Background: an optimization exercise with open tools, aiming at small area, a short achievable clock period and few clock cycles per item. Do not read the settings as production practice.
Only simulation tests tie the RTL to the original design; equivalence was not proved.
Power is estimated from default activity; no workload was simulated.

===== flow/run.sh =====
#!/bin/bash
# synth_recipe.tcl (not shown) runs the flow's synth.tcl, then flattens the netlist and writes it again
# the make line also repeats each setting of config.mk as NAME=value (left out here)
make -C /OpenROAD-flow-scripts/flow DESIGN_CONFIG=/design/flow/config.mk WORK_HOME=/design/flow/orfs CLKGATE_MAP_FILE= SYNTH_SCRIPT=/design/flow/synth_recipe.tcl finish

===== flow/design.v =====
package dfq_pkg;
    localparam int unsigned DATA_W  = 32;
    localparam int unsigned COUNT_W = 5;
    typedef enum logic [1:0] {
        OP_UNIQUE = 2'd0,
        OP_PLAIN  = 2'd1,
        OP_DEQ    = 2'd2,
        OP_CLEAR  = 2'd3
    } t_opcode;
    typedef enum logic [2:0] {
        ST_ENQUEUED  = 3'd0,
        ST_DUPLICATE = 3'd1,
        ST_FULL      = 3'd2,
        ST_EMPTY     = 3'd3,
        ST_DEQUEUED  = 3'd4,
        ST_CLEARED   = 3'd5
    } t_status;
    typedef enum logic [2:0] {
        S_IDLE,
        S_SCAN,
        S_DEQ,
        S_EXEC,
        S_DONE
    } t_state;
    typedef struct packed {
        t_opcode                    opcode;
        logic signed [DATA_W-1:0]   value_in;
    } t_in_req;
    typedef struct packed {
        t_status                    status;
        logic signed [DATA_W-1:0]   value_out;
        logic [COUNT_W-1:0]         count_out;
    } t_out_req;
endpackage
module dedup_fifo_queue #(
    parameter int unsigned QUEUE_DEPTH = 16
) (
    input  logic               i_clk,
    input  logic               i_rst_n,
    input  logic               i_in_valid,
    output logic               o_in_ready,
    input  logic [1:0]         i_in_opcode,
    input  logic [31:0]        i_in_value,
    output logic               o_out_valid,
    input  logic               i_out_ready,
    output logic [2:0]         o_out_status,
    output logic [31:0]        o_out_value,
    output logic [4:0]         o_out_count
);
    localparam int unsigned D  = 16;
    localparam int unsigned DW = dfq_pkg::DATA_W;
    logic          i_valid;
    logic [1:0]    i_op;
    logic [DW-1:0] i_val;
    logic          r_valid;
    logic [1:0]    r_op;
    logic [DW-1:0] r_val;
    logic [D-1:0]  r_match;   
    logic          r_eqp;     
    logic          r_lenq;    
    logic          p_valid;
    logic [2:0]    p_status;
    logic          o_valid;
    logic [2:0]    o_status;
    logic [DW-1:0] o_value;
    logic [4:0]    o_count;
    logic [DW-1:0] mem [D];
    logic [D-1:0]  vld;
    logic [3:0]    head, tail;
    logic [4:0]    count;
    logic          empty_r;   
    logic [D-1:0]  rd_sel;    
    logic          ready;
    assign ready      = !p_valid;
    assign o_in_ready = ready;
    logic full, empty, dup, enq_try, enq_ok, deq_ok, is_uniq, is_deq, is_clr;
    assign full    = count[4];
    assign empty   = empty_r;
    assign dup     = (|r_match) || (r_lenq && r_eqp);
    assign is_uniq = (r_op == 2'd0);
    assign is_deq  = (r_op == 2'd2);
    assign is_clr  = (r_op == 2'd3);
    assign enq_try = !r_op[1];
    assign enq_ok  = enq_try && !full && !(is_uniq && dup);
    assign deq_ok  = is_deq && !empty;
    logic [2:0] r_status;
    logic [4:0] r_count;
    always_comb begin
        if (is_clr)                r_status = 3'd5;
        else if (is_deq)           r_status = empty ? 3'd3 : 3'd4;
        else if (is_uniq && dup)   r_status = 3'd1;
        else if (full)             r_status = 3'd2;
        else                       r_status = 3'd0;
        if (is_clr)                r_count = 5'd0;
        else if (enq_ok)           r_count = count + 5'd1;
        else if (deq_ok)           r_count = count - 5'd1;
        else                       r_count = count;
    end
    logic hazard;
    assign hazard = p_valid && (p_status == 3'd4) && (count == 5'd15);
    logic o_can_load, go;
    assign o_can_load = !o_valid || i_out_ready;
    assign go = r_valid && (p_valid ? (o_can_load && !(hazard && enq_try)) : 1'b1);
    logic wr;
    assign wr = enq_try && !full && !hazard;
    always_ff @(posedge i_clk) begin
        for (int i = 0; i < D; i++) begin
            if (wr && tail == 4'(i)) mem[i] <= r_val;
        end
    end
    always_ff @(posedge i_clk) begin
        if (!i_rst_n) begin
            vld     <= '0;
            head    <= '0;
            tail    <= '0;
            count   <= '0;
            empty_r <= 1'b1;
        end else if (go) begin
            count   <= r_count;
            empty_r <= (r_count == 5'd0);
            if (is_clr) begin
                vld  <= '0;
                head <= '0;
                tail <= '0;
            end else begin
                if (enq_ok) begin
                    vld[tail] <= 1'b1;
                    tail      <= tail + 4'd1;
                end
                if (deq_ok) begin
                    vld[head] <= 1'b0;
                    head      <= head + 4'd1;
                end
            end
        end
    end
    always_ff @(posedge i_clk) begin
        if (!i_rst_n)   i_valid <= 1'b0;
        else if (ready) i_valid <= i_in_valid;
    end
    always_ff @(posedge i_clk) begin
        if (ready) begin
            i_op  <= i_in_opcode;
            i_val <= i_in_value;
        end
    end
    logic [D-1:0] in_match, keep;
    always_comb begin
        for (int i = 0; i < D; i++) begin
            keep[i]     = vld[i] && !(r_valid && (is_clr || (deq_ok && head == 4'(i))));
            in_match[i] = keep[i] && (mem[i] == i_val);
        end
    end
    always_ff @(posedge i_clk) begin
        if (!i_rst_n)   r_valid <= 1'b0;
        else if (ready) r_valid <= i_valid;
        else if (go)    r_valid <= 1'b0;
    end
    always_ff @(posedge i_clk) begin
        if (ready) begin
            r_op    <= i_op;
            r_val   <= i_val;
            r_match <= in_match;
            r_eqp   <= (i_val == r_val);
            r_lenq  <= r_valid && enq_ok;
        end
    end
    logic p_next;
    always_comb begin
        if (p_valid) p_next = o_can_load ? go : 1'b1;
        else         p_next = r_valid && !o_can_load;
    end
    always_ff @(posedge i_clk) begin
        if (!i_rst_n) p_valid <= 1'b0;
        else          p_valid <= p_next;
    end
    always_ff @(posedge i_clk) begin
        if (!p_valid || o_can_load) p_status <= r_status;
    end
    logic [D-1:0] head_oh, head_oh_inc;
    always_comb begin
        for (int i = 0; i < D; i++) begin
            head_oh[i]     = (head == 4'(i));
            head_oh_inc[i] = (head == 4'(i - 1));
        end
    end
    always_ff @(posedge i_clk) begin
        if (!i_rst_n)                rd_sel <= D'(1);
        else if (p_next)             rd_sel <= go ? head_oh : rd_sel;
        else if (go && is_clr)       rd_sel <= D'(1);
        else if (go && deq_ok)       rd_sel <= head_oh_inc;
        else                         rd_sel <= head_oh;
    end
    logic          rd_en;
    logic [DW-1:0] rd_val;
    assign rd_en = p_valid ? (p_status == 3'd4) : deq_ok;
    always_comb begin
        rd_val = '0;
        for (int i = 0; i < D; i++) rd_val = rd_val | (mem[i] & {DW{rd_sel[i]}});
        rd_val = rd_val & {DW{rd_en}};
    end
    always_ff @(posedge i_clk) begin
        if (!i_rst_n)        o_valid <= 1'b0;
        else if (o_can_load) o_valid <= p_valid || r_valid;
    end
    always_ff @(posedge i_clk) begin
        if (o_can_load) begin
            o_status <= p_valid ? p_status : r_status;
            o_count  <= p_valid ? count : r_count;
            o_value  <= rd_val;
        end
    end
    assign o_out_valid  = o_valid;
    assign o_out_status = o_status;
    assign o_out_value  = o_value;
    assign o_out_count  = o_count;
endmodule

===== flow/constraint.sdc =====
create_clock -name core_clock -period 6.0 [get_ports {i_clk}]
set_input_delay 1.2000 -clock core_clock [delete_from_list [all_inputs] [get_ports {i_clk}]]
set_output_delay 1.2000 -clock core_clock [all_outputs]
set_load 0.01 [all_outputs]

===== flow/config.mk =====
export PLATFORM = sky130hd
export DESIGN_NAME = dedup_fifo_queue
export DESIGN_NICKNAME = dedup_fifo_queue
export VERILOG_FILES = /design/flow/design.v
export SDC_FILE = /design/flow/constraint.sdc
export NUM_CORES = 4
export LEC_CHECK = 0
export ABC_CLOCK_PERIOD_IN_PS = 2500
export CAP_MARGIN = 20
export CORE_MARGIN = 2
export CORE_UTILIZATION = 65
export PLACE_DENSITY = 0.75
export SETUP_SLACK_MARGIN = 3.5
export SLEW_MARGIN = 40

==> results by group, run 1 <==
Status
  • Status: complete, no violations

Worst hold path
  • Worst min-delay path startpoint: i_op[1]
  • Min-Delay Path Depth: 0
  • WHS Endpoint: r_op[1]
  • HP Class: reg -> reg

CTS
  • Clock buffer depth: 3
  • Inserted Clock Buffers: 71
  • CTS tree: done
  • H-tree depth: 3
  • Clock latency (worst-skew pair): 0.64 ns
  • Root buf cell: clkbuf_16
  • Clock Pin Slew Worst Setup and Hold Paths: around 0.06 ns
  • Clock Sinks: approximately 700

Logic synthesis
  • Compound-Gate Fraction of Synth Area: 11.1%
  • Post-synth EDFFs: 641
  • Top FF cell, synth: edfxtp_1
  • Ys Warns: 2
  • Synth Net Count: 2310
  • Top cell type's share of synthesized area: 60.7%
  • Largest family of logic cells by synthesized area: XOR/XNOR gates
  • Mux share of post-synthesis cell area: 0.170%
  • Xor/xnor cell area share of the yosys netlist: 15.2%
  • Syn Inst Count: 2258
  • Synth Area in Adders: 0.553%
  • Largest area contributor in the netlist: edfxtp_1
  • Count leader, synth: edfxtp_1
  • Async SR Flop Fraction: 0%
  • Ranking of synthesized cells by area: edfxtp_1 (61%), xor2_1 (9.4%), xnor2_1 (5.7%)
  • Post-synth top cells: edfxtp_1 (641), xor2_1 (341), xnor2_1 (208), clkbuf_1 (149), nor4_1 (109)
  • Seq/Total Area, Yosys: 63.9%
  • Synthesis-stage register bit count: 691
  • Yosys cell types: 70
  • Simple-gate share of the synthesized area: around 7.0%
  • Mean post-synth cell area: 14.0 µm²
  • Mapped Area: 0.0317 mm²

Timing
  • Hold Vio Cnt, Final: 0
  • Slew Viols, Final: 0
  • Max_slew headroom: 23.2%
  • Fmax: 371 MHz
  • Fin crit period: 2.70 ns
  • Final setup viols: 0
  • Setup TNS Final: 0 ns
  • Clock skew: 0.0253 ns
  • Actual slew at the worst max-slew pin: 1.15 ns
  • Tcrit/Tclk final: between 40% and 50%
  • RSZ-0062 raised after global routing: no

Final layout
  • Share of cells above drive strength 1: 15.7%
  • Multi-input logic area: 0.0114 mm²
  • Layout fillers: 2898
  • Post-layout util: slightly below 80%
  • Layout area overhead: 16.4%
  • Cell area after layout: about 0.037 mm²
  • # nets final: 2460
  • Reg area: 0.0203 mm²

Critical path
  • R2R depth: 5
  • Worst Path Required: between 6 and 7 ns
  • FF-to-FF setup slack: about 3.3 ns
  • Worst Path Arrival: approximately 3 ns
  • Worst Path Max Fanout: 18
  • CP Capture Type: flip-flop
  • Critical R2R Capture: r_match[6]
  • Startpoint types: flip-flop
  • Worst setup path category: reg -> reg
  • RR Startpoint: i_val[4]

Job
  • Max-Cap Viols: 0

Power and ir drop
  • PD cells: between 200 and 300 mW/mm²
  • Max IR drop VDD: 264 µV
  • Leakage: 0.0122 µW

Drt
  • Post-route ant nets: 0
  • Via count: 24400
  • Post-route DRC violation count: 0
  • Initial drt markers: 5093
  • Via-per-instance ratio: just under 8
  • Final wirelength: 132 mm
  • Pre-Repair DR Iteration Count: 9
  • Routed len/inst: 42.8 µm

Global routing
  • Pin count of the biggest net entering global routing: 45
  • Vias in the first global route: 22200
  • Tot GR Track Use: a little over half
  • First-pass GRT wire length: around 180 mm
  • Initial antenna violation count: 12
  • Gr ovfl total: 0

Floorplanning
  • Rows: 80
  • Die extent in x: about 220 µm
  • Core Region: 0.0479 mm²
  • Initial Util: roughly two thirds
  • Die Ht: between 200 and 250 µm
  • Num ports: 80
  • Die ar.: 0.0505 mm²

Place
  • GPL Wtd Cong: 1.17
  • PortBufs: between 70 and 80
  • DP HPWL: 86.9 mm
  • DP Area: between 0.03 and 0.04 mm²
[report_power, final]
part           switching, µW  internal (µW)
Combinational            515            236
Clock                   1870           2330
Sequential              91.5           5320
Total                   2480           7890
[logic make-up after synthesis]
family	count (synthesis)
DFF	691
adders and majority gates	14
xor gates and xnor gates	549
buffers and inverters	175
AOI/OAI and AO/OA	435
muxes	5
and+or+nand+nor	389
[flip-flops by register name, indices dropped and copies added (netlist names), 2 cells and up]
| signal | count |
|---|---|
| mem | 512 |
| i_val | 32 |
| o_value | 32 |
| r_val | 32 |
| r_match | 16 |
| rd_sel | 16 |
| vld | 16 |
| count | 5 |
| o_count | 5 |
| head | 4 |
| tail | 4 |
| o_status | 3 |
| p_status | 3 |
| i_op | 2 |
| r_op | 2 |
[stage by stage]
step           setup WS (ns)  power (µW)  hold slack (ns)  std cells
2_1_floorplan           3.29        5810            0.400       2258
3_3_place_gp            2.18        6140            0.407       2863
3_5_place_dp            2.02        6150            0.413       2869
4_1_cts                 3.37       10200            0.432       3050
5_1_grt                 3.44       10500            0.446       3073
6_report                3.30       10400            0.436       3079
[routing by layer]
layer | wire length [µm] | GRT usage (%) | vias up
li1 | - | - | 9054
met1 | 41400 | 65.9 | 11700
met2 | 53300 | 73.6 | 2846
met3 | 24400 | 23.0 | 720
met4 | 12300 | 33.0 | 10
met5 | 175 | 0 | -
[final cells by class]
cell class                 count  area share (%)
antenna                        6          0.0407
clock inverter                23           0.404
timing repair inverter         3          0.0712
sequential                   691            54.9
timing repair buffer         231            5.86
multi-input combinational   1393            31.0
inverter                      17           0.271
clock buffer                 100            5.34
tap                          615            2.09
[cell usage in the layout, fill, tap and decap left out, types with 19 or more instances in the layout]
cell type        Yosys  routed
a22o_1              97      97
and3_1              34      34
buf_4                2     120
dlygate4sd2_1        0      19
nand3_1             30      28
clkbuf_16            0      76
clkbuf_1           149      25
a221oi_1            96      95
dfxtp_1             50      42
nor4_2               0      23
nand4_1             60      60
nor4_1             109      80
a22oi_1             68      68
xor2_1             341     340
edfxtp_1           641     641
a31oi_1             55      52
nand2_1             36      29
xnor2_1            208     196
nor2_1              56      39
clkdlybuf4s50_1      0      36
a21oi_1             29      24
[how the worst max path moves through the flow]
stage | startpoint | end | slack (ns) | cells after the start
floorplan | count[1] | mem[0][0] | 3.29 | 6
detailed placement | i_out_ready | vld[6] | 2.02 | 9
global placement | i_out_ready | vld[7] | 2.18 | 9
CTS | p_valid | o_in_ready | 3.37 | 2
global route | i_val[25] | r_match[14] | 3.44 | 5
finish | i_val[4] | r_match[6] | 3.30 | 5
[critical path: stages, from the launching register on]
cell,delay [ns]
edfxtp_1,0.32
buf_4,0.31
xor2_1,0.41
nor4_2,0.65
o211ai_1,0.22
nor4_1,0.51
[timing repair]
item,in CTS,in global routing
cloned,4,1
buffers inserted,54,21
setup endpoints to repair,629,557
resized for setup,118,58
hold buffers,0,0
pin swaps,15,11
Testbench counts, summed over its fixed seeds: cycles 9,624, items 9,600.
==> run 2: changes to the inputs <==
--- a/flow/config.mk
+++ b/flow/config.mk
@@ -7,8 +7,8 @@
 export LEC_CHECK = 0
-export ABC_CLOCK_PERIOD_IN_PS = 2500
+export ABC_CLOCK_PERIOD_IN_PS = 2700
 export CAP_MARGIN = 20
 export CORE_MARGIN = 2
-export CORE_UTILIZATION = 65
-export PLACE_DENSITY = 0.75
-export SETUP_SLACK_MARGIN = 3.5
+export CORE_UTILIZATION = 50
+export PLACE_DENSITY = 0.65
+export SETUP_SLACK_MARGIN = 3.3
 export SLEW_MARGIN = 40
==> results by group, run 2 <==
Status
  • Status: complete, no violations (unchanged)

Global routing
  • Vias in the first global route: 21600 (was 22200)
  • Pin count of the biggest net entering global routing: 66 (was 45)
  • Initial antenna violation count: 9 (was 12)
  • First-pass GRT wire length: 179 mm (was 178 mm)
  • Gr ovfl total: 0 (unchanged)
  • Tot GR Track Use: 39.6% (was 52.2%)

Floorplanning
  • Die extent in x: 256 µm (was 225 µm)
  • Initial Util: 50.4% (was 66.1%)
  • Die ar.: 0.0654 mm² (was 0.0505 mm²)
  • Rows: 92 (was 80)
  • Die Ht: 256 µm (was 225 µm)
  • Core Region: 0.0629 mm² (was 0.0479 mm²)
  • Num ports: 80 (unchanged)

CTS
  • Clock Pin Slew Worst Setup and Hold Paths: 0.06 ns (about the same)
  • Clock latency (worst-skew pair): 0.64 ns (about the same)
  • Inserted Clock Buffers: 75 (was 71)
  • Clock buffer depth: 3 (unchanged)
  • H-tree depth: 3 (unchanged)
  • CTS tree: done (unchanged)
  • Hold buffer count at cts: 0 (unchanged)
  • Clock Sinks: 691 (unchanged)
  • Root buf cell: clkbuf_16 (unchanged)

Timing
  • Actual slew at the worst max-slew pin: 0.929 ns (was 1.15 ns)
  • Max_slew headroom: 37.9% (was 23.2%)
  • Fmax: 370 MHz (was 371 MHz)
  • Tcrit/Tclk final: 45.0% (about the same)
  • Clock skew: 0.0262 ns (was 0.0253 ns)
  • RSZ-0062 raised after global routing: no (unchanged)
  • Slew Viols, Final: 0 (unchanged)
  • Fin crit period: 2.70 ns (about the same)
  • Hold Vio Cnt, Final: 0 (unchanged)
  • Setup TNS Final: 0 ns (unchanged)
  • Final setup viols: 0 (unchanged)

Critical path
  • Slowest stage delay, CP: 0.62 ns (was 0.65 ns)
  • Worst Path Max Fanout: 18 (unchanged)
  • Worst Path Required: 6.44 ns (was 6.37 ns)
  • Crit path max-delay family: simple AND/OR/NAND/NOR gates (unchanged)
  • CP Buf/Inv Count: 1 (unchanged)
  • Crit-path cells: buf_4 -> xnor2_1 -> nand4_1 -> nor4_2 -> nand4_1 -> nor4_1 (was buf_4 -> xor2_1 -> nor4_2 -> o211ai_1 -> nor4_1)
  • Crit path top cell by count: nand4_1
  • Worst setup path category: reg -> reg (unchanged)
  • Slowest cell on crit path: nor4_2 (unchanged)
  • CP Capture Type: flip-flop (unchanged)
  • Worst Path Arrival: 3.14 ns (was 3.07 ns)
  • Startpoint types: flip-flop (unchanged)

Drt
  • Pre-Repair DR Iteration Count: 7 (was 9)
  • Via count: 22900 (was 24400)
  • Metal2 WL: 55.5 mm (was 53.3 mm)
  • Post-route DRC violation count: 0 (unchanged)
  • Top routing layer used: met5 (unchanged)
  • Initial drt markers: 4202 (was 5093)
  • Routed len/inst: 40.3 µm (was 42.8 µm)
  • Post-route ant nets: 0 (unchanged)
  • Metal3 WL: 19.3 mm (was 24.4 mm)
  • WL met1: 45.3 mm (was 41.4 mm)
  • Final wirelength: 132 mm (about the same)
  • Via-per-instance ratio: 7.03 (was 7.92)

Job
  • Max-Cap Viols: 0 (unchanged)

Power and ir drop
  • Sequential cell fraction of total power: 51.2% (was 52.2%)
  • Sw Ratio: 23.8% (was 23.9%)
  • Internal: 8060 µW (was 7890 µW)
  • Net Switching: 2520 µW (was 2480 µW)
  • PD cells: 289 mW/mm² (was 281 mW/mm²)
  • Gate power share: 6.7% (was 7.2%)
  • Leakage: 0.0120 µW (was 0.0122 µW)
  • Max IR drop VDD: 242 µV (was 264 µV)
  • Clock share of power: 42.1% (was 40.5%)
  • Overall power: 10600 µW (was 10400 µW)

Worst hold path
  • HP Class: reg -> reg (unchanged)

Logic synthesis
  • Ys Warns: 2 (unchanged)
  • Seq/Total Area, Yosys: 63.9% (unchanged)
  • Yosys cell types: 70 (unchanged)
  • Syn Inst Count: 2258 (unchanged)
  • Synthesis-stage register bit count: 691 (unchanged)
  • Top cell type's share of synthesized area: 60.7% (unchanged)
  • Synth Net Count: 2310 (unchanged)
  • Ranking of synthesized cells by area: edfxtp_1 (61%), xor2_1 (9.4%), xnor2_1 (5.7%) (unchanged)
  • Post-synth EDFFs: 641 (unchanged)
  • Mean post-synth cell area: 14.0 µm² (unchanged)
  • Mapped Area: 0.0317 mm² (unchanged)
  • Largest area contributor in the netlist: edfxtp_1 (unchanged)
  • Top FF cell, synth: edfxtp_1 (unchanged)
  • Async SR Flop Fraction: 0% (unchanged)
  • Count leader, synth: edfxtp_1 (unchanged)
  • Post-synth top cells: edfxtp_1 (641), xor2_1 (341), xnor2_1 (208), clkbuf_1 (149), nor4_1 (109) (unchanged)

Final layout
  • # nets final: 2414 (was 2460)
  • Most frequent cells in the layout: edfxtp_1 (641), xor2_1 (339), xnor2_1 (200), a22o_1 (97), a221oi_1 (96) (was edfxtp_1 (641), xor2_1 (340), xnor2_1 (196), buf_4 (120), a22o_1 (97))
  • Post-layout util: 58.2% (was 76.9%)
  • Most flop-heavy register: mem (unchanged)
  • Max reg flops: 512 (unchanged)
  • Layout area overhead: 15.5% (was 16.4%)
  • Share of cells above drive strength 1: 13.1% (was 15.7%)
  • Commonest non-fill, non-tap cell in the layout: edfxtp_1 (unchanged)

Place
  • DP HPWL: 87.6 mm (was 86.9 mm)
  • GPL Wtd Cong: 1.05 (was 1.17)
  • PortBufs: 79 (unchanged)
## run 2: cell counts after synthesis
Identical to the previous run, type by type.
## run 2: logic make-up after synthesis
| family | Yosys count | share of synthesized area [%] |
|---|---|---|
| adders and majority gates | 14 | 0.553 |
| buffers and inverters | 175 | 2.12 |
| xor gates and xnor gates | 549 | 15.2 |
| and+or+nand+nor | 389 | 6.98 |
| AOI/OAI and AO/OA | 435 | 11.1 |
| DFF | 691 | 63.9 |
| muxes | 5 | 0.170 |
## run 2: metrics by stage
step / instances / cell area, µm² / setup WS [ns] / hold slack (ns)
final: 3261 / 36600 / 3.30 / 0.432
after global routing: 3260 / 36600 / 3.29 / 0.436
after CTS: 3254 / 36400 / 3.30 / 0.429
after detailed placement: 3102 / 33800 / 2.00 / 0.416
after global placement: 3098 / 33700 / 2.13 / 0.410
after floorplan: 2258 / 31800 / 2.85 / 0.400
## run 2: layout make-up
type / instances / area, µm²
well taps: 846 / 1060
flip-flops and latches: 691 / 20300
repair buffers: 182 / 1710
inverters: 17 / 100
multi-input cells: 1393 / 11200
repair inverters: 2 / 17.5
clock buffers: 99 / 2000
clock inverters: 30 / 270
fillers: 5049 / 26300
diodes: 1 / 2.50
## run 2: metal layers
| metal | track usage, % | vias up |
|---|---|---|
| li1 | - | 8948 |
| met1 | 50.8 | 11400 |
| met2 | 57.3 | 2141 |
| met3 | 13.0 | 484 |
| met4 | 26.4 | 12 |
| met5 | 0.658 | - |
## run 2: power by group through the flow
| stage | sequential, µW | combinational [µW] | clock (µW) |
|---|---|---|---|
| after detailed placement | 5520 | 650 | 0 |
| after CTS | 5410 | 662 | 4450 |
| after floorplan | 5480 | 323 | 0 |
| after global routing | 5420 | 709 | 4630 |
| final | 5410 | 710 | 4450 |
| after global placement | 5520 | 641 | 0 |
## run 2: path summary, 6_finish.rpt
path / startpoint / to / slack, ns / depth (start not counted)
setup / recovery: i_val[23] / r_match[5] / 3.30 / 6
hold / removal: i_op[0] / r_op[0] / 0.43 / 0
setup reg to reg: i_val[23] / r_match[5] / 3.30 / 6
hold reg to reg: i_op[0] / r_op[0] / 0.43 / 0
## run 2: timing repair
item / CTS / global route
buffers inserted: 20 / 6
resized for setup: 55 / 28
endpoints found under the setup margin: 571 / 454
cloned: 3 / 0
pin swaps: 12 / 1
==> run 3: changes to the inputs <==
--- a/flow/config.mk
+++ b/flow/config.mk
@@ -8,3 +8,3 @@
 export ABC_CLOCK_PERIOD_IN_PS = 2700
-export CAP_MARGIN = 20
+export CAP_MARGIN = 10
 export CORE_MARGIN = 2
@@ -13,2 +13,2 @@
 export SETUP_SLACK_MARGIN = 3.3
-export SLEW_MARGIN = 40
+export SLEW_MARGIN = 10
==> results by group, run 3 <==
Final layout
  • Most flop-heavy register: mem (unchanged)
  • Layout area overhead: 16.5% (was 15.5%)
  • Most frequent cells in the layout: edfxtp_1 (641), xor2_1 (341), xnor2_1 (202), a22o_1 (97) (was edfxtp_1 (641), xor2_1 (339), xnor2_1 (200), a22o_1 (97), a221oi_1 (96))
  • Commonest non-fill, non-tap cell in the layout: edfxtp_1 (unchanged)
  • Cell area after layout: 0.0369 mm² (was 0.0366 mm²)
  • Post-layout util: 58.7% (was 58.2%)
  • Share of cells above drive strength 1: 13.5% (was 13.1%)
  • # nets final: 2426 (was 2414)
  • Max reg flops: 512 (unchanged)

CTS
  • Inserted Clock Buffers: 75 (unchanged)
  • Clock Pin Slew Worst Setup and Hold Paths: 0.06 ns (about the same)
  • Root buf cell: clkbuf_16 (unchanged)
  • CTS tree: done (unchanged)
  • Clock latency (worst-skew pair): 0.65 ns (was 0.64 ns)
  • Clock buffer depth: 3 (unchanged)
  • H-tree depth: 3 (unchanged)
  • Clock Sinks: 691 (unchanged)

Floorplanning
  • Die Ht: 256 µm (unchanged)
  • Initial Util: 50.4% (unchanged)
  • Rows: 92 (unchanged)
  • Num ports: 80 (unchanged)
  • Die ar.: 0.0654 mm² (unchanged)
  • Core Region: 0.0629 mm² (unchanged)
  • Die extent in x: 256 µm (unchanged)

Logic synthesis
  • Syn Inst Count: 2258 (unchanged)
  • Ys Warns: 2 (unchanged)
  • Largest area contributor in the netlist: edfxtp_1 (unchanged)
  • Async SR Flop Fraction: 0% (unchanged)
  • Synthesis-stage register bit count: 691 (unchanged)
  • Synth Net Count: 2310 (unchanged)
  • Mean post-synth cell area: 14.0 µm² (unchanged)
  • Top FF cell, synth: edfxtp_1 (unchanged)
  • Post-synth top cells: edfxtp_1 (641), xor2_1 (341), xnor2_1 (208), clkbuf_1 (149), nor4_1 (109) (unchanged)
  • Ranking of synthesized cells by area: edfxtp_1 (61%), xor2_1 (9.4%), xnor2_1 (5.7%) (unchanged)
  • Seq/Total Area, Yosys: 63.9% (unchanged)
  • Top cell type's share of synthesized area: 60.7% (unchanged)
  • Count leader, synth: edfxtp_1 (unchanged)
  • Post-synth EDFFs: 641 (unchanged)
  • Yosys cell types: 70 (unchanged)
  • Mapped Area: 0.0317 mm² (unchanged)

Global routing
  • First-pass GRT wire length: 180 mm (was 179 mm)
  • Vias in the first global route: 21600 (about the same)
  • Gr ovfl total: 0 (unchanged)
  • Tot GR Track Use: 39.8% (was 39.6%)
  • Pin count of the biggest net entering global routing: 66 (unchanged)
  • Initial antenna violation count: 8 (was 9)

Power and ir drop
  • PD cells: 297 mW/mm² (was 289 mW/mm²)
  • Max IR drop VDD: 233 µV (was 242 µV)
  • Leakage: 0.0121 µW (was 0.0120 µW)

Timing
  • Actual slew at the worst max-slew pin: 1.29 ns (was 0.929 ns)
  • Clock skew: 0.0362 ns (was 0.0262 ns)
  • Post-route setup slack: 3.32 ns (was 3.30 ns)
  • Max_slew headroom: 13.5% (was 37.9%)
  • Fin crit period: 2.68 ns (was 2.70 ns)
  • Slew Viols, Final: 0 (unchanged)
  • Final setup viols: 0 (unchanged)
  • RSZ-0062 raised after global routing: yes (was no)
  • Tcrit/Tclk final: 44.7% (was 45.0%)
  • Setup TNS Final: 0 ns (unchanged)
  • Hold Vio Cnt, Final: 0 (unchanged)
  • Fmax: 373 MHz (was 370 MHz)

Drt
  • Routed len/inst: 40.1 µm (was 40.3 µm)
  • Post-route DRC violation count: 0 (unchanged)
  • Via count: 23100 (was 22900)
  • Via-per-instance ratio: 7.04 (was 7.03)
  • Final wirelength: 132 mm (about the same)
  • Initial drt markers: 4411 (was 4202)
  • Pre-Repair DR Iteration Count: 6 (was 7)
  • Post-route ant nets: 0 (unchanged)

Critical path
  • Critical R2R Capture: r_match[3] (was r_match[5])
  • Worst Path Arrival: 1.48 ns (was 3.14 ns)
  • Crit-path cells: clkdlybuf4s50_1 (was buf_4 -> xnor2_1 -> nand4_1 -> nor4_2 -> nand4_1 -> nor4_1)
  • Crit path max-delay family: buffers and inverters (was simple AND/OR/NAND/NOR gates)
  • Instance count on the critical path: 1 (was 6)
  • RR Startpoint: i_val[21] (was i_val[23])
  • Slowest cell on crit path: clkdlybuf4s50_1 (was nor4_2)
  • CP Capture Type: primary output (was flip-flop)
  • FF-to-FF setup slack: 3.35 ns (was 3.30 ns)
  • CP Buf/Inv Count: 1 (unchanged)
  • Startpoint types: flip-flop (unchanged)
  • R2R depth: 5 (was 6)
  • Crit path capture: o_out_value[4] (was r_match[5])
  • Worst Setup SP: o_value[4] (was i_val[23])
  • Worst setup path category: reg -> out (was reg -> reg)
  • Worst Path Max Fanout: 1 (was 18)
  • Worst Path Required: 4.80 ns (was 6.44 ns)
  • Slowest stage delay, CP: 0.53 ns (was 0.62 ns)

Place
  • DP Area: 0.0337 mm² (was 0.0338 mm²)
  • DP HPWL: 87.7 mm (was 87.6 mm)
  • Place WS: 1.99 ns (was 2.00 ns)
  • PortBufs: 79 (unchanged)
  • GPL Wtd Cong: 1.05 (unchanged)

Job
  • Max-Cap Viols: 0 (unchanged)

Worst hold path
  • HP Class: reg -> reg (unchanged)

Status
  • Status: complete, no violations (unchanged)
run 3: cell counts after synthesis:
No cell type changed its count.
run 3: layout make-up:
| cell class | instances | area (µm²) |
|---|---|---|
| timing repair buffer | 194 | 1800 |
| sequential | 691 | 20300 |
| timing repair inverter | 2 | 17.5 |
| clock inverter | 48 | 526 |
| fill | 4999 | 25900 |
| multi-input combinational | 1393 | 11100 |
| clock buffer | 90 | 2010 |
| antenna | 3 | 7.51 |
| inverter | 17 | 103 |
| tap | 846 | 1060 |
run 3: how the worst min path moves through the flow:
| stage | end | from | cells past startpoint | slack, ns |
|---|---|---|---|---|
| finish | r_op[0] | i_op[0] | 0 | 0.43 |
| global route | r_op[0] | i_op[0] | 0 | 0.44 |
| CTS | r_op[0] | i_op[0] | 0 | 0.43 |
| detailed placement | r_op[0] | i_op[0] | 0 | 0.42 |
| global placement | r_op[0] | i_op[0] | 0 | 0.41 |
| floorplan | r_op[0] | i_op[0] | 0 | 0.40 |
run 3: per-stage QoR:
stage               hold WS (ns)  power, µW  instances
floorplan                  0.400       5810       2258
global placement           0.410       6160       3098
detailed placement         0.416       6160       3098
CTS                        0.429      10900       3278
global route               0.436      11200       3281
finish                     0.428      11000       3284
run 3: cells by family after synthesis:
group / synth area share (%)
AOI/OAI and AO/OA: 11.1
xor gates and xnor gates: 15.2
adders and majority gates: 0.553
buffers and inverters: 2.12
DFF: 63.9
muxes: 0.170
and+or+nand+nor: 6.98
run 3: metal layers:
layer	part of all wire (%)	wire (µm)	track usage, %	vias to the layer above
li1	-	-	-	8994
met4	8.3	10900	26.1	6
met5	0.028	37	0	-
met3	15	19400	13.1	474
met1	35	45600	51.4	11500
met2	42	55700	57.6	2104
run 3: what timing repair did:
action,CTS,global route
gates resized for setup,57,31
hold buffers,0,0
cloned,3,0
setup endpoints to repair,567,494
pin swaps,11,1
setup buffers,39,3
endpoints found under the hold margin,0,0
run 3: power by group:
| part | leakage, µW | internal [µW] | switching, µW |
|---|---|---|---|
| registers | 0.00649 | 5320 | 86.1 |
| clock network | 0.00122 | 2830 | 2000 |
| logic | 0.00444 | 224 | 496 |
==> run 4: changes to the inputs <==
--- a/flow/config.mk
+++ b/flow/config.mk
@@ -11,2 +11,5 @@
 export CORE_UTILIZATION = 50
+export CTS_BUF_LIST = sky130_fd_sc_hd__clkbuf_16
+export CTS_CLUSTER_DIAMETER = 80
+export CTS_CLUSTER_SIZE = 24
 export PLACE_DENSITY = 0.65
==> results by group, run 4 <==
Floorplanning
  • Initial Util: 50.4% (unchanged)
  • Die ar.: 0.0654 mm² (unchanged)
  • Die Ht: 256 µm (unchanged)
  • Die extent in x: 256 µm (unchanged)
  • Core Region: 0.0629 mm² (unchanged)
  • Rows: 92 (unchanged)
  • Num ports: 80 (unchanged)

Global routing
  • Pin count of the biggest net entering global routing: 66 (unchanged)
  • First-pass GRT wire length: 177 mm (was 180 mm)
  • Tot GR Track Use: 39.3% (was 39.8%)
  • Gr ovfl total: 0 (unchanged)
  • Initial antenna violation count: 8 (unchanged)
  • Vias in the first global route: 21000 (was 21600)

CTS
  • Clock Pin Slew Worst Setup and Hold Paths: 0.09 ns (was 0.06 ns)
  • Clock latency (worst-skew pair): 0.62 ns (was 0.65 ns)
  • Inserted Clock Buffers: 39 (was 75)
  • Root buf cell: clkbuf_16 (unchanged)
  • CTS tree: done (unchanged)
  • Clock buffer depth: 3 (unchanged)
  • H-tree depth: 2 (was 3)
  • Hold buffer count at cts: 0 (unchanged)
  • Clock Sinks: 691 (unchanged)

Timing
  • RSZ-0062 raised after global routing: no (was yes)
  • Actual slew at the worst max-slew pin: 1.29 ns (about the same)
  • Tcrit/Tclk final: 45.1% (was 44.7%)
  • Fin crit period: 2.71 ns (was 2.68 ns)
  • Worst Hold Slack: 0.432 ns (was 0.428 ns)
  • Max_slew headroom: 13.5% (about the same)
  • Final setup viols: 0 (unchanged)
  • Clock skew: 0.0308 ns (was 0.0362 ns)
  • Slew Viols, Final: 0 (unchanged)
  • Hold Vio Cnt, Final: 0 (unchanged)
  • Setup TNS Final: 0 ns (unchanged)
  • Fmax: 370 MHz (was 373 MHz)

Logic synthesis
  • Synthesis-stage register bit count: 691 (unchanged)
  • Mean post-synth cell area: 14.0 µm² (unchanged)
  • Largest area contributor in the netlist: edfxtp_1 (unchanged)
  • Post-synth EDFFs: 641 (unchanged)
  • Yosys cell types: 70 (unchanged)
  • Async SR Flop Fraction: 0% (unchanged)
  • Mapped Area: 0.0317 mm² (unchanged)
  • Seq/Total Area, Yosys: 63.9% (unchanged)
  • Top cell type's share of synthesized area: 60.7% (unchanged)
  • Top FF cell, synth: edfxtp_1 (unchanged)
  • Synth Net Count: 2310 (unchanged)
  • Ranking of synthesized cells by area: edfxtp_1 (61%), xor2_1 (9.4%), xnor2_1 (5.7%) (unchanged)
  • Count leader, synth: edfxtp_1 (unchanged)
  • Syn Inst Count: 2258 (unchanged)
  • Post-synth top cells: edfxtp_1 (641), xor2_1 (341), xnor2_1 (208), clkbuf_1 (149), nor4_1 (109) (unchanged)
  • Ys Warns: 2 (unchanged)

Place
  • PortBufs: 79 (unchanged)
  • GPL Wtd Cong: 1.05 (unchanged)
  • DP HPWL: 87.7 mm (unchanged)

Final layout
  • # nets final: 2399 (was 2426)
  • Post-layout util: 56.8% (was 58.7%)
  • Most flop-heavy register: mem (unchanged)
  • Commonest non-fill, non-tap cell in the layout: edfxtp_1 (unchanged)
  • Multi-input logic area: 0.0111 mm² (about the same)
  • Share of cells above drive strength 1: 11.8% (was 13.5%)
  • Layout fillers: 5180 (was 4999)
  • Most frequent cells in the layout: edfxtp_1 (641), xor2_1 (340), xnor2_1 (204), buf_4 (105), nor4_1 (98) (was edfxtp_1 (641), xor2_1 (341), xnor2_1 (202), a22o_1 (97))
  • Reg area: 0.0203 mm² (about the same)
  • Layout area overhead: 12.7% (was 16.5%)
  • Max reg flops: 512 (unchanged)

Drt
  • Initial drt markers: 4263 (was 4411)
  • Pre-Repair DR Iteration Count: 8 (was 6)
  • Post-route ant nets: 0 (unchanged)
  • Routed len/inst: 40.7 µm (was 40.1 µm)
  • Final wirelength: 131 mm (was 132 mm)
  • Via-per-instance ratio: 7.05 (was 7.04)
  • Post-route DRC violation count: 0 (unchanged)
  • Via count: 22700 (was 23100)

Critical path
  • Crit path top cell by count: nor4_1
  • CP Buf/Inv Count: 1 (unchanged)
  • Worst setup path category: reg -> reg (was reg -> out)
  • Crit path max-delay family: simple AND/OR/NAND/NOR gates (was buffers and inverters)
  • Worst Path Arrival: 3.15 ns (was 1.48 ns)
  • Startpoint types: flip-flop (unchanged)
  • Worst Path Required: 6.45 ns (was 4.80 ns)
  • Slowest stage delay, CP: 0.78 ns (was 0.53 ns)
  • Crit-path cells: buf_4 -> xor2_1 -> nor4_1 -> o211ai_1 -> nor4_1 (was clkdlybuf4s50_1)
  • R2R depth: 5 (unchanged)
  • Worst Path Max Fanout: 18 (was 1)
  • Slowest cell on crit path: nor4_1 (was clkdlybuf4s50_1)
  • CP Capture Type: flip-flop (was primary output)
  • Instance count on the critical path: 5 (was 1)

Worst hold path
  • Min-Delay Path Depth: 0 (unchanged)
  • HP Class: reg -> reg (unchanged)

Job
  • Max-Cap Viols: 0 (unchanged)

Power and ir drop
  • Max IR drop VDD: 205 µV (was 233 µV)
  • PD cells: 257 mW/mm² (was 297 mW/mm²)
  • Leakage: 0.0117 µW (was 0.0121 µW)
  • Overall power: 9190 µW (was 11000 µW)

Status
  • Status: complete, no violations (unchanged)
[run 4: cells by family after synthesis]
kind of cell	synth area share, %
muxes	0.170
and+or+nand+nor	6.98
AOI/OAI and AO/OA	11.1
DFF	63.9
adders and majority gates	0.553
xor gates and xnor gates	15.2
buffers and inverters	2.12
[run 4: metrics by stage]
stage               cells  area [µm²]  worst slack (ns)
finish               3220       35700              3.29
global route         3217       35700              3.29
CTS                  3200       35400              3.28
detailed placement   3098       33700              1.99
global placement     3098       33700              2.13
floorplan            2258       31800              2.85
[run 4: per-layer routing]
metal	vias up	global-route usage, %	share of wire (%)
met5	-	0	0.024
met4	4	22.2	7.9
met3	412	12.6	15
met2	2124	58.0	43
met1	11300	51.4	35
li1	8884	-	-
[run 4: path summary, 6_finish.rpt]
path / from / slack, ns / endpoint
worst min register to register: i_op[0] / 0.43 / r_op[0]
worst max-delay path: i_val[24] / 3.29 / r_match[12]
worst max register to register: i_val[24] / 3.29 / r_match[12]
worst min-delay path: i_op[0] / 0.43 / r_op[0]
[run 4: what timing repair did]
action | CTS | global route
setup buffers | 35 | 14
cloned | 2 | 2
gates resized for setup | 54 | 38
setup endpoints to repair | 566 | 452
pin swaps | 10 | 5
[run 4: area by class of cell]
type                    count  share of cell area (%)
diodes                      3                  0.0210
clock buffers              41                    2.87
clock inverters            24                   0.645
inverters                  17                   0.322
multi-input cells        1393                    31.1
flip-flops and latches    691                    56.7
well taps                 846                    2.96
repair buffers            202                    5.22
repair inverters            3                  0.0876
[run 4: worst reg2reg max path: cells and delay by family, from the launching register on]
kind | cells | cell delay, ns
buffers and inverters | 1 | 0.37
DFF | 1 | 0.33
AOI/OAI and AO/OA | 1 | 0.34
xor gates and xnor gates | 1 | 0.39
and+or+nand+nor | 2 | 1.12
[run 4: where the power goes]
group / internal, µW / total (µW) / leakage [µW] / switching [µW]
clock: 1370 / 3080 / 0.000630 / 1710
combinational: 223 / 716 / 0.00459 / 493
sequential: 5320 / 5400 / 0.00649 / 86.1
==> run 5: changes to the inputs <==
--- a/flow/config.mk
+++ b/flow/config.mk
@@ -8,3 +8,3 @@
 export ABC_CLOCK_PERIOD_IN_PS = 2700
-export CAP_MARGIN = 10
+export CAP_MARGIN = 20
 export CORE_MARGIN = 2
@@ -16,2 +16,2 @@
 export SETUP_SLACK_MARGIN = 3.3
-export SLEW_MARGIN = 10
+export SLEW_MARGIN = 40
==> results by group, run 5 <==
Status
  • Status: complete, no violations (unchanged)

Logic synthesis
  • Post-synth EDFFs: 641 (unchanged)
  • Seq/Total Area, Yosys: 63.9% (unchanged)
  • Yosys cell types: 70 (unchanged)
  • Async SR Flop Fraction: 0% (unchanged)
  • Count leader, synth: edfxtp_1 (unchanged)
  • Ys Warns: 2 (unchanged)
  • Ranking of synthesized cells by area: edfxtp_1 (61%), xor2_1 (9.4%), xnor2_1 (5.7%) (unchanged)
  • Synth Net Count: 2310 (unchanged)
  • Mean post-synth cell area: 14.0 µm² (unchanged)
  • Post-synth top cells: edfxtp_1 (641), xor2_1 (341), xnor2_1 (208), clkbuf_1 (149), nor4_1 (109) (unchanged)
  • Top FF cell, synth: edfxtp_1 (unchanged)
  • Top cell type's share of synthesized area: 60.7% (unchanged)
  • Mapped Area: 0.0317 mm² (unchanged)
  • Synthesis-stage register bit count: 691 (unchanged)
  • Largest area contributor in the netlist: edfxtp_1 (unchanged)
  • Syn Inst Count: 2258 (unchanged)

Global routing
  • First-pass GRT wire length: 177 mm (about the same)
  • Pin count of the biggest net entering global routing: 66 (unchanged)
  • Gr ovfl total: 0 (unchanged)
  • Initial antenna violation count: 9 (was 8)
  • Vias in the first global route: 21100 (was 21000)
  • Tot GR Track Use: 39.2% (was 39.3%)

Floorplanning
  • Die extent in x: 256 µm (unchanged)
  • Core Region: 0.0629 mm² (unchanged)
  • Die Ht: 256 µm (unchanged)
  • Initial Util: 50.4% (unchanged)
  • Die ar.: 0.0654 mm² (unchanged)
  • Num ports: 80 (unchanged)
  • Rows: 92 (unchanged)

Power and ir drop
  • Max IR drop VDD: 239 µV (was 205 µV)
  • PD cells: 257 mW/mm² (about the same)
  • Leakage: 0.0114 µW (was 0.0117 µW)

Critical path
  • FF-to-FF setup slack: 3.31 ns (was 3.29 ns)
  • RR Startpoint: i_val[21] (was i_val[24])
  • Worst Path Max Fanout: 10 (was 18)
  • Worst Path Arrival: 3.13 ns (was 3.15 ns)
  • Worst setup path category: reg -> reg (unchanged)
  • Worst Path Required: 6.44 ns (was 6.45 ns)
  • Startpoint types: flip-flop (unchanged)
  • Critical R2R Capture: r_match[3] (was r_match[12])
  • R2R depth: 5 (unchanged)
  • CP Capture Type: flip-flop (unchanged)

Drt
  • Via-per-instance ratio: 7.09 (was 7.05)
  • Post-route DRC violation count: 0 (unchanged)
  • Post-route ant nets: 0 (unchanged)
  • Via count: 22700 (about the same)
  • Routed len/inst: 40.7 µm (about the same)
  • Initial drt markers: 4234 (was 4263)
  • Pre-Repair DR Iteration Count: 6 (was 8)
  • Final wirelength: 130 mm (was 131 mm)

CTS
  • Clock Sinks: 691 (unchanged)
  • H-tree depth: 2 (unchanged)
  • CTS tree: done (unchanged)
  • Inserted Clock Buffers: 39 (unchanged)
  • Root buf cell: clkbuf_16 (unchanged)
  • Clock Pin Slew Worst Setup and Hold Paths: 0.10 ns (was 0.09 ns)
  • Clock latency (worst-skew pair): 0.64 ns (was 0.62 ns)
  • Clock buffer depth: 3 (unchanged)

Timing
  • Final setup viols: 0 (unchanged)
  • Tcrit/Tclk final: 44.8% (was 45.1%)
  • Clock skew: 0.0359 ns (was 0.0308 ns)
  • Max_slew headroom: 36.8% (was 13.5%)
  • Fmax: 372 MHz (was 370 MHz)
  • Worst Hold Slack: 0.438 ns (was 0.432 ns)
  • Fin crit period: 2.69 ns (was 2.71 ns)
  • Setup TNS Final: 0 ns (unchanged)
  • Post-route setup slack: 3.31 ns (was 3.29 ns)
  • Actual slew at the worst max-slew pin: 0.944 ns (was 1.29 ns)
  • RSZ-0062 raised after global routing: no (unchanged)
  • Slew Viols, Final: 0 (unchanged)
  • Hold Vio Cnt, Final: 0 (unchanged)

Final layout
  • Cell area after layout: 0.0355 mm² (was 0.0357 mm²)
  • Most flop-heavy register: mem (unchanged)
  • Most frequent cells in the layout: edfxtp_1 (641), xor2_1 (340), xnor2_1 (200), a22o_1 (97) (was edfxtp_1 (641), xor2_1 (340), xnor2_1 (204), buf_4 (105), nor4_1 (98))
  • Commonest non-fill, non-tap cell in the layout: edfxtp_1 (unchanged)
  • Max reg flops: 512 (unchanged)
  • Layout fillers: 5148 (was 5180)
  • # nets final: 2378 (was 2399)
  • Share of cells above drive strength 1: 11.4% (was 11.8%)
  • Layout area overhead: 12.0% (was 12.7%)

Place
  • DP Area: 0.0338 mm² (was 0.0337 mm²)
  • PortBufs: 79 (unchanged)
  • Place WS: 2.00 ns (was 1.99 ns)
  • DP HPWL: 87.6 mm (was 87.7 mm)
  • GPL Wtd Cong: 1.05 (unchanged)

Worst hold path
  • Worst min-delay path startpoint: i_op[0] (unchanged)
  • WHS Endpoint: r_op[0] (unchanged)
  • HP Class: reg -> reg (unchanged)
  • Min-Delay Path Depth: 0 (unchanged)

Job
  • Max-Cap Viols: 0 (unchanged)
[run 5: changes by cell type in the layout (fill, tap and decap cells not counted), sizes merged]
cell | previous run | this run
buf | 120 | 103
dlymetal6s2s | 15 | 3
dlygate4sd2 | 18 | 29
clkinv | 13 | 6
clkbuf | 44 | 39
inv | 27 | 32
bufinv | 2 | 1
clkdlybuf4s50 | 46 | 47
diode | 3 | 4
[run 5: cell families (layout without fill, tap and decap cells)]
logic type      count (synthesis)  count (layout)  share of synthesized area (%)
xor+xnor                      549             549                           15.2
fa+ha+maj                      14              14                          0.553
other cells                     0               4                              0
mux                             5               5                          0.170
flops                         691             691                           63.9
simple gates                  389             390                           6.98
compound gates                435             435                           11.1
buf+inv                       175             262                           2.12
[run 5: routing by layer]
layer  vias up  global-route usage, %  share of wire [%]
li1       8846                      -                  -
met2      2135                   56.7                 42
met4         6                   25.2                8.2
met5         -                      0              0.035
met3       419                   11.9                 15
met1     11200                   51.3                 35
[run 5: power by group]
| part | switching (µW) | internal (µW) |
|---|---|---|
| combinational | 490 | 217 |
| clock | 1720 | 1280 |
| sequential | 89.0 | 5320 |
| total | 2300 | 6810 |
[run 5: how the worst max path moves through the flow]
stage / start / to / slack [ns] / cells past startpoint
after floorplan: count[1] / mem[4][0] / 2.85 / 6
after global placement: i_out_ready / vld[2] / 2.13 / 9
after detailed placement: i_out_ready / vld[14] / 2.00 / 8
after CTS: o_status[0] / o_out_status[0] / 3.30 / 1
after global routing: i_val[21] / r_match[3] / 3.27 / 5
final: i_val[21] / r_match[3] / 3.31 / 5
[run 5: metrics by stage]
stage	power (µW)	instances	util, %
global placement	6160	3098	53.6
floorplan	5810	2258	-
finish	9110	3196	56.5
detailed placement	6170	3102	53.8
CTS	9060	3186	56.1
global route	9270	3192	56.4
[run 5: final cells by class]
| class | count | area [µm²] | area share, % |
|---|---|---|---|
| Sequential cell | 691 | 20300 | 57.1 |
| Multi-Input combinational cell | 1393 | 11200 | 31.5 |
| Timing Repair Buffer | 182 | 1680 | 4.72 |
| Tap cell | 846 | 1060 | 2.98 |
| Clock buffer | 39 | 976 | 2.75 |
| Clock inverter | 22 | 219 | 0.617 |
| Inverter | 17 | 100 | 0.282 |
| Timing Repair inverter | 2 | 17.5 | 0.0494 |
| Antenna cell | 4 | 10.0 | 0.0282 |
[run 5: repair_timing]
item	CTS	global route
hold buffers	0	0
endpoints found under the setup margin	577	444
resized for setup	62	28
gates cloned	3	0
pin swaps	11	2
buffers inserted	20	6
endpoints found under the hold margin	0	0
[run 5: critical path, cell delays in order, from the launching register on]
cell,delay [ns]
edfxtp_1,0.74
buf_4,0.31
xor2_1,0.11
nor4_1,0.78
o211ai_1,0.23
nor4_1,0.33
==> run 6: changes to the inputs <==
--- a/flow/config.mk
+++ b/flow/config.mk
@@ -7,2 +7,3 @@
 export LEC_CHECK = 0
+export ABC_AREA = 1
 export ABC_CLOCK_PERIOD_IN_PS = 2700
==> results by group, run 6 <==
Critical path
  • CP Buf/Inv Count: 1 (unchanged)
  • Worst setup path category: reg -> reg (unchanged)
  • Worst Path Max Fanout: 21 (was 10)
  • Worst Setup SP: i_val[16] (was i_val[21])
  • Crit path max-delay family: simple AND/OR/NAND/NOR gates (unchanged)
  • Worst Path Arrival: 3.38 ns (was 3.13 ns)
  • Slowest stage delay, CP: 0.72 ns (was 0.78 ns)
  • Crit path capture: r_match[14] (was r_match[3])
  • Worst Path Required: 6.48 ns (was 6.44 ns)
  • Slowest cell on crit path: xnor2_1 (was nor4_1)
  • FF-to-FF setup slack: 3.09 ns (was 3.31 ns)
  • RR Startpoint: i_val[16] (was i_val[21])
  • CP Capture Type: flip-flop (unchanged)
  • Crit-path cells: buf_4 -> xnor2_1 -> nand2_1 -> nor4_1 -> nand3_1 -> nor2_1 (was buf_4 -> xor2_1 -> nor4_1 -> o211ai_1 -> nor4_1)
  • Instance count on the critical path: 6 (was 5)
  • Startpoint types: flip-flop (unchanged)
  • R2R depth: 6 (was 5)
  • Critical R2R Capture: r_match[14] (was r_match[3])

Final layout
  • Layout area overhead: 13.4% (was 12.0%)
  • Multi-input logic area: 0.0114 mm² (was 0.0112 mm²)
  • Share of cells above drive strength 1: 11.8% (was 11.4%)
  • Commonest non-fill, non-tap cell in the layout: nand2_1 (was edfxtp_1)
  • Reg area: 0.0203 mm² (about the same)
  • Finished Layout Cells: 4039 (was 3196)
  • Layout fillers: 5402 (was 5148)
  • Most frequent cells in the layout: nand2_1 (672), edfxtp_1 (641), o21ai_0 (184), inv_1 (174), nor2_1 (167) (was edfxtp_1 (641), xor2_1 (340), xnor2_1 (200), a22o_1 (97))
  • Max reg flops: 512 (unchanged)
  • # nets final: 3210 (was 2378)
  • Most flop-heavy register: mem (unchanged)
  • Cell area after layout: 0.0371 mm² (was 0.0355 mm²)

Logic synthesis
  • Largest area contributor in the netlist: edfxtp_1 (unchanged)
  • Syn Inst Count: 3033 (was 2258)
  • Mean post-synth cell area: 10.8 µm² (was 14.0 µm²)
  • Ys Warns: 2 (unchanged)
  • Synthesis-stage register bit count: 691 (unchanged)
  • Async SR Flop Fraction: 0% (unchanged)
  • Mapped Area: 0.0327 mm² (was 0.0317 mm²)
  • Count leader, synth: nand2_1 (was edfxtp_1)
  • Top cell type's share of synthesized area: 58.9% (was 60.7%)
  • Synth Net Count: 3085 (was 2310)
  • Top FF cell, synth: edfxtp_1 (unchanged)
  • Post-synth EDFFs: 641 (unchanged)
  • Seq/Total Area, Yosys: 62.0% (was 63.9%)
  • Post-synth top cells: nand2_1 (673), edfxtp_1 (641), o21ai_0 (186), inv_1 (185), nor2_1 (184) (was edfxtp_1 (641), xor2_1 (341), xnor2_1 (208), clkbuf_1 (149), nor4_1 (109))
  • Yosys cell types: 51 (was 70)
  • Ranking of synthesized cells by area: edfxtp_1 (59%), nand2_1 (7.7%), a221oi_1 (4.0%) (was edfxtp_1 (61%), xor2_1 (9.4%), xnor2_1 (5.7%))

Global routing
  • Gr ovfl total: 0 (unchanged)
  • Initial antenna violation count: 18 (was 9)
  • First-pass GRT wire length: 230 mm (was 177 mm)
  • Pin count of the biggest net entering global routing: 89 (was 66)
  • Tot GR Track Use: 51.2% (was 39.2%)
  • Vias in the first global route: 26500 (was 21100)

CTS
  • Clock latency (worst-skew pair): 0.66 ns (was 0.64 ns)
  • H-tree depth: 2 (unchanged)
  • Hold buffer count at cts: 0 (unchanged)
  • Inserted Clock Buffers: 41 (was 39)
  • Clock buffer depth: 3 (unchanged)
  • Root buf cell: clkbuf_16 (unchanged)
  • Clock Pin Slew Worst Setup and Hold Paths: 0.10 ns (about the same)
  • CTS tree: done (unchanged)
  • Clock Sinks: 691 (unchanged)

Timing
  • RSZ-0062 raised after global routing: yes (was no)
  • Slew Viols, Final: 0 (unchanged)
  • Tcrit/Tclk final: 48.4% (was 44.8%)
  • Fin crit period: 2.91 ns (was 2.69 ns)
  • Setup TNS Final: 0 ns (unchanged)
  • Final setup viols: 0 (unchanged)
  • Max_slew headroom: 31.4% (was 36.8%)
  • Hold Vio Cnt, Final: 0 (unchanged)
  • Actual slew at the worst max-slew pin: 1.03 ns (was 0.944 ns)
  • Clock skew: 0.0640 ns (was 0.0359 ns)
  • Fmax: 344 MHz (was 372 MHz)

Power and ir drop
  • Max IR drop VDD: 292 µV (was 239 µV)
  • Leakage: 0.0133 µW (was 0.0114 µW)
  • PD cells: 256 mW/mm² (was 257 mW/mm²)
  • Overall power: 9510 µW (was 9110 µW)

Worst hold path
  • HP Class: reg -> reg (unchanged)
  • Min-Delay Path Depth: 0 (unchanged)
  • Worst min-delay path startpoint: i_op[0] (unchanged)

Drt
  • Final wirelength: 175 mm (was 130 mm)
  • Post-route ant nets: 0 (unchanged)
  • Routed len/inst: 43.2 µm (was 40.7 µm)
  • Metal3 WL: 30.8 mm (was 19.1 mm)
  • Top routing layer used: met5 (unchanged)
  • WL met1: 56.9 mm (was 45.3 mm)
  • Initial drt markers: 6938 (was 4234)
  • Via-per-instance ratio: 7.30 (was 7.09)
  • Via count: 29500 (was 22700)
  • Post-route DRC violation count: 0 (unchanged)
  • Pre-Repair DR Iteration Count: 9 (was 6)
  • Metal2 WL: 68.1 mm (was 55.2 mm)

Place
  • Placed cell count: 3908 (was 3102)
  • DP HPWL: 122 mm (was 87.6 mm)
  • DP Area: 0.0348 mm² (was 0.0338 mm²)
  • GPL Wtd Cong: 1.19 (was 1.05)
  • PortBufs: 79 (unchanged)

Floorplanning
  • Rows: 93 (was 92)
  • Num ports: 80 (unchanged)
  • Initial Util: 50.6% (was 50.4%)
  • Core Region: 0.0646 mm² (was 0.0629 mm²)
  • Die extent in x: 260 µm (was 256 µm)
  • Die Ht: 260 µm (was 256 µm)
  • Die ar.: 0.0674 mm² (was 0.0654 mm²)

Job
  • Max-Cap Viols: 0 (unchanged)

Status
  • Status: complete, no violations (unchanged)
run 6: cell count changes after synthesis, moves of 56 or more:
cell,previous run,this run
a21oi_1,29,86
a22o_1,97,33
a22oi_1,68,0
inv_1,12,185
nand2_1,36,673
nor2_1,56,184
nor4_1,109,53
o21ai_0,13,186
o22ai_1,4,102
or2_2,1,60
xnor2_1,208,97
xor2_1,341,83
run 6: per-layer routing:
layer	vias to the layer above	GRT usage (%)
li1	11200	-
met1	14000	62.3
met2	3301	70.4
met3	908	25.1
met4	18	36.7
met5	-	0.926
run 6: power breakdown:
part / internal [µW] / switching, µW / total [µW]
logic: 230 / 588 / 818
clock network: 1470 / 1810 / 3280
registers: 5320 / 87.5 / 5410
total: 7020 / 2490 / 9510
run 6: final cells by class:
cell class,instances,share of cell area [%]
inverters,207,2.26
well taps,855,2.89
repair buffers,236,5.87
clock buffers,42,2.83
clock inverters,20,0.820
diodes,7,0.0472
flip-flops and latches,691,54.6
multi-input cells,1981,30.7
run 6: what timing repair did:
| item | 4_1_cts | 5_1_grt |
|---|---|---|
| resized for setup | 69 | 47 |
| setup buffers | 33 | 26 |
| gates cloned | 0 | 0 |
| pin swaps | 8 | 5 |
| setup endpoints to repair | 479 | 324 |
run 6: through the flow:
step                utilization (%)  worst slack [ns]  hold WS (ns)
global placement               53.8              2.15         0.417
global route                   57.4              3.23         0.451
finish                         57.4              3.09         0.439
CTS                            56.7              3.30         0.444
detailed placement             53.9              2.15         0.410
floorplan                         -              2.29         0.400
run 6: worst register-to-register path, cell delays in order (launching register included):
cell and delay, ns:
edfxtp_1 0.37, buf_4 0.26, xnor2_1 0.75, nand2_1 0.33, nor4_1 0.54, nand3_1 0.35, nor2_1 0.16
run 6: logic make-up (layout without fill, tap and decap cells):
logic type | count (synthesis) | after routing | synth area share (%)
flip-flops | 691 | 691 | 62.0
AND/OR/NAND/NOR | 1125 | 1125 | 14.7
adder cells (fa/ha/maj) | 14 | 14 | 0.536
other | 0 | 7 | 0
buffers and inverters | 361 | 505 | 4.40
AO/OA/AOI/OAI | 660 | 660 | 13.5
XOR/XNOR | 182 | 182 | 4.96
run 6: how the worst min path moves through the flow:
stage / slack, ns / endpoint
global placement: 0.42 / r_op[0]
global route: 0.45 / r_op[1]
CTS: 0.44 / r_op[1]
finish: 0.44 / r_op[0]
detailed placement: 0.41 / r_op[1]
floorplan: 0.40 / r_op[0]
==> run 7: changes to the inputs <==
==> flow/flow/run.sh (new file) <==
#!/bin/bash
# The standard layout, with two changes to how it is made: the port buffers
# are buf_4 cells instead of the delay cell buffer_ports picks by default,
# and timing repair may resize a cell to any footprint. ORFS writes each
# step's log under orfs/logs; make's own output goes to standard.log.
set -euo pipefail
bash standard.sh "BUFFER_PORTS_ARGS=-buffer_cell sky130_fd_sc_hd__buf_4" \
    MATCH_CELL_FOOTPRINT=0 finish > standard.log 2>&1
==> flow/standard.sh (new file) <==
#!/bin/bash
# synth_recipe.tcl (not shown) runs the flow's synth.tcl, then flattens the netlist and writes it again
# the make line also repeats each setting of config.mk as NAME=value (left out here)
make -C /OpenROAD-flow-scripts/flow DESIGN_CONFIG=/design/flow/config.mk WORK_HOME=/design/flow/orfs CLKGATE_MAP_FILE= SYNTH_SCRIPT=/design/flow/synth_recipe.tcl "${@:-finish}"
--- a/flow/config.mk
+++ b/flow/config.mk
@@ -7,3 +7,2 @@
 export LEC_CHECK = 0
-export ABC_AREA = 1
 export ABC_CLOCK_PERIOD_IN_PS = 2700
@@ -12,5 +11,2 @@
 export CORE_UTILIZATION = 50
-export CTS_BUF_LIST = sky130_fd_sc_hd__clkbuf_16
-export CTS_CLUSTER_DIAMETER = 80
-export CTS_CLUSTER_SIZE = 24
 export PLACE_DENSITY = 0.65
removed: flow/run.sh
==> results by group, run 7 <==
CTS
  • Clock buffer depth: 3 (unchanged)
  • Clock Sinks: 691 (unchanged)
  • Inserted Clock Buffers: 76 (was 41)
  • Clock Pin Slew Worst Setup and Hold Paths: 0.06 ns (was 0.10 ns)
  • CTS tree: done (unchanged)
  • Clock latency (worst-skew pair): 0.64 ns (was 0.66 ns)
  • H-tree depth: 3 (was 2)
  • Root buf cell: clkbuf_16 (unchanged)

Final layout
  • Share of cells above drive strength 1: 16.5% (was 11.8%)
  • Layout area overhead: 16.0% (was 13.4%)
  • Max reg flops: 512 (unchanged)
  • Commonest non-fill, non-tap cell in the layout: edfxtp_1 (was nand2_1)
  • Most flop-heavy register: mem (unchanged)
  • # nets final: 2424 (was 3210)
  • Most frequent cells in the layout: edfxtp_1 (641), xor2_1 (340), xnor2_1 (201), buf_4 (165), nor4_1 (98) (was nand2_1 (672), edfxtp_1 (641), o21ai_0 (184), inv_1 (174), nor2_1 (167))

Logic synthesis
  • Yosys cell types: 70 (was 51)
  • Largest area contributor in the netlist: edfxtp_1 (unchanged)
  • Ranking of synthesized cells by area: edfxtp_1 (61%), xor2_1 (9.4%), xnor2_1 (5.7%) (was edfxtp_1 (59%), nand2_1 (7.7%), a221oi_1 (4.0%))
  • Async SR Flop Fraction: 0% (unchanged)
  • Synth Net Count: 2310 (was 3085)
  • Post-synth EDFFs: 641 (unchanged)
  • Top FF cell, synth: edfxtp_1 (unchanged)
  • Simple-gate share of the synthesized area: 6.98% (was 14.7%)
  • Top cell type's share of synthesized area: 60.7% (was 58.9%)
  • Syn Inst Count: 2258 (was 3033)
  • Mapped Area: 0.0317 mm² (was 0.0327 mm²)
  • Compound-Gate Fraction of Synth Area: 11.1% (was 13.5%)
  • Seq/Total Area, Yosys: 63.9% (was 62.0%)
  • Xor/xnor cell area share of the yosys netlist: 15.2% (was 4.96%)
  • Mean post-synth cell area: 14.0 µm² (was 10.8 µm²)
  • Synth Area in Adders: 0.553% (was 0.536%)
  • Mux share of post-synthesis cell area: 0.170% (was 0%)
  • Post-synth top cells: edfxtp_1 (641), xor2_1 (341), xnor2_1 (208), clkbuf_1 (149), nor4_1 (109) (was nand2_1 (673), edfxtp_1 (641), o21ai_0 (186), inv_1 (185), nor2_1 (184))
  • Synthesis-stage register bit count: 691 (unchanged)
  • Largest family of logic cells by synthesized area: XOR/XNOR gates (was simple AND/OR/NAND/NOR gates)
  • Ys Warns: 2 (unchanged)

Critical path
  • Worst Path Required: 6.36 ns (was 6.48 ns)
  • Crit-path cells: buf_6 -> xor2_1 -> nor4_2 -> nand4_1 -> nor4_1 (was buf_4 -> xnor2_1 -> nand2_1 -> nor4_1 -> nand3_1 -> nor2_1)
  • Slowest cell on crit path: nor4_2 (was xnor2_1)
  • Worst Path Max Fanout: 11 (was 21)
  • Worst Setup SP: i_val[14] (was i_val[16])
  • Critical R2R Capture: r_match[13] (was r_match[14])
  • Crit path max-delay family: simple AND/OR/NAND/NOR gates (unchanged)
  • Startpoint types: flip-flop (unchanged)
  • RR Startpoint: i_val[14] (was i_val[16])
  • CP Buf/Inv Count: 1 (unchanged)
  • Worst Path Arrival: 3.10 ns (was 3.38 ns)
  • Slowest stage delay, CP: 0.61 ns (was 0.72 ns)
  • Worst setup path category: reg -> reg (unchanged)
  • R2R depth: 5 (was 6)
  • CP Capture Type: flip-flop (unchanged)

Global routing
  • Vias in the first global route: 21600 (was 26500)
  • Global-route met2 utilization: 60.6% (was 70.4%)
  • Tot GR Track Use: 40.4% (was 51.2%)
  • Initial antenna violation count: 8 (was 18)
  • GR peak layer: met2 (unchanged)
  • M1 GR Usage: 52.3% (was 62.3%)
  • Gr ovfl total: 0 (unchanged)
  • Met3 Resource Use GR: 11.1% (was 25.1%)

Timing
  • Actual slew at the worst max-slew pin: 0.995 ns (was 1.03 ns)
  • Tcrit/Tclk final: 45.8% (was 48.4%)
  • Post-route setup slack: 3.25 ns (was 3.09 ns)
  • Fmax: 364 MHz (was 344 MHz)
  • Final setup viols: 0 (unchanged)
  • Max_slew headroom: 33.7% (was 31.4%)
  • RSZ-0062 raised after global routing: yes (unchanged)
  • Fin crit period: 2.75 ns (was 2.91 ns)
  • Setup TNS Final: 0 ns (unchanged)
  • Slew Viols, Final: 0 (unchanged)
  • Clock skew: 0.0251 ns (was 0.0640 ns)

Power and ir drop
  • Leakage: 0.0121 µW (was 0.0133 µW)
  • Sequential cell fraction of total power: 49.6% (was 56.9%)
  • Internal: 8360 µW (was 7020 µW)
  • Gate power share: 6.4% (was 8.6%)
  • Net Switching: 2560 µW (was 2490 µW)
  • PD cells: 297 mW/mm² (was 256 mW/mm²)
  • Sw Ratio: 23.5% (was 26.2%)
  • Clock share of power: 44.0% (was 34.5%)

Floorplanning
  • Initial Util: 50.4% (was 50.6%)
  • Rows: 92 (was 93)
  • Core Region: 0.0629 mm² (was 0.0646 mm²)
  • Die extent in x: 256 µm (was 260 µm)
  • Num ports: 80 (unchanged)
  • Die ar.: 0.0654 mm² (was 0.0674 mm²)

Job
  • Max-Cap Viols: 0 (unchanged)

Drt
  • Initial drt markers: 4081 (was 6938)
  • Via count: 22900 (was 29500)
  • Routed len/inst: 41.1 µm (was 43.2 µm)
  • Pre-Repair DR Iteration Count: 9 (unchanged)
  • Post-route ant nets: 0 (unchanged)
  • Post-route DRC violation count: 0 (unchanged)
  • Via-per-instance ratio: 6.96 (was 7.30)
  • Final wirelength: 135 mm (was 175 mm)

Worst hold path
  • Min-Delay Path Depth: 0 (unchanged)
  • WHS Endpoint: r_op[0] (unchanged)
  • HP Class: reg -> reg (unchanged)
  • Worst min-delay path startpoint: i_op[0] (unchanged)

Place
  • DP HPWL: 92.1 mm (was 122 mm)
  • Place WS: 2.32 ns (was 2.15 ns)
  • PortBufs: 79 (unchanged)
  • GPL Wtd Cong: 1.06 (was 1.19)

Status
  • Status: complete, no violations (unchanged)
run 7: area by class of cell:
type / count / area [µm²]
inverters: 17 / 119
flip-flops and latches: 691 / 20300
fillers: 4989 / 26100
well taps: 846 / 1060
diodes: 4 / 10.0
repair buffers: 192 / 1660
clock buffers: 101 / 2070
clock inverters: 40 / 439
multi-input cells: 1393 / 11100
repair inverters: 1 / 11.3
run 7: cell families after synthesis:
family	after synthesis
mux	5
buf+inv	175
xor+xnor	549
fa+ha+maj	14
compound gates	435
flops	691
simple gates	389
run 7: power groups by stage:
stage / Sequential [µW] / Combinational (µW) / Clock [µW]
after CTS: 5420 / 662 / 4820
after floorplan: 5480 / 323 / 0
after detailed placement: 5520 / 647 / 0
after global routing: 5420 / 697 / 5000
after global placement: 5530 / 631 / 0
final: 5420 / 702 / 4800
run 7: worst max-delay path by stage:
stage                     cells after the start           to  slack (ns)
after detailed placement                      8       vld[3]        2.32
after CTS                                     3   o_in_ready        3.15
final                                         5  r_match[13]        3.25
after floorplan                               6    mem[4][0]        2.85
after global placement                        8      vld[13]        2.40
after global routing                          7   mem[1][19]        3.27
run 7: what timing repair did:
action / 4_1_cts / 5_1_grt
setup buffers: 16 / 19
gates cloned: 1 / 2
pin swaps: 11 / 3
hold buffers: 0 / 0
resized for setup: 56 / 13
setup endpoints to repair: 515 / 524
run 7: per-stage QoR:
stage          area [µm²]  total power [µW]  util (%)  cells
2_1_floorplan       31800              5810         -   2258
3_3_place_gp        33500              6160      53.3   3093
3_5_place_dp        33600              6170      53.5   3102
4_1_cts             36500             10900      58.1   3260
5_1_grt             36700             11100      58.5   3281
6_report            36800             10900      58.5   3285
run 7: routing by layer:
layer	wire length, µm	vias to the layer above	part of all wire [%]
met5	52	-	0.039
met4	10400	8	7.7
met3	18800	423	14
met2	59100	2013	44
met1	46600	11400	35
li1	-	8989	-
run 7: worst reg2reg max path, delay by kind of cell (launching register included):
kind,cells,cell delay [ns]
and+or+nand+nor,3,1.40
DFF,1,0.60
buffers and inverters,1,0.26
xor gates and xnor gates,1,0.22

Re-timed with assumed drivers on the ports (clkbuf_16 on the clock, buf_2 on other inputs), run 7 has 3.245 ns of setup slack against 3.254 ns with ideal ports, and 2.870 ns once port delays also move by the mid clock arrival of 0.693 ns.
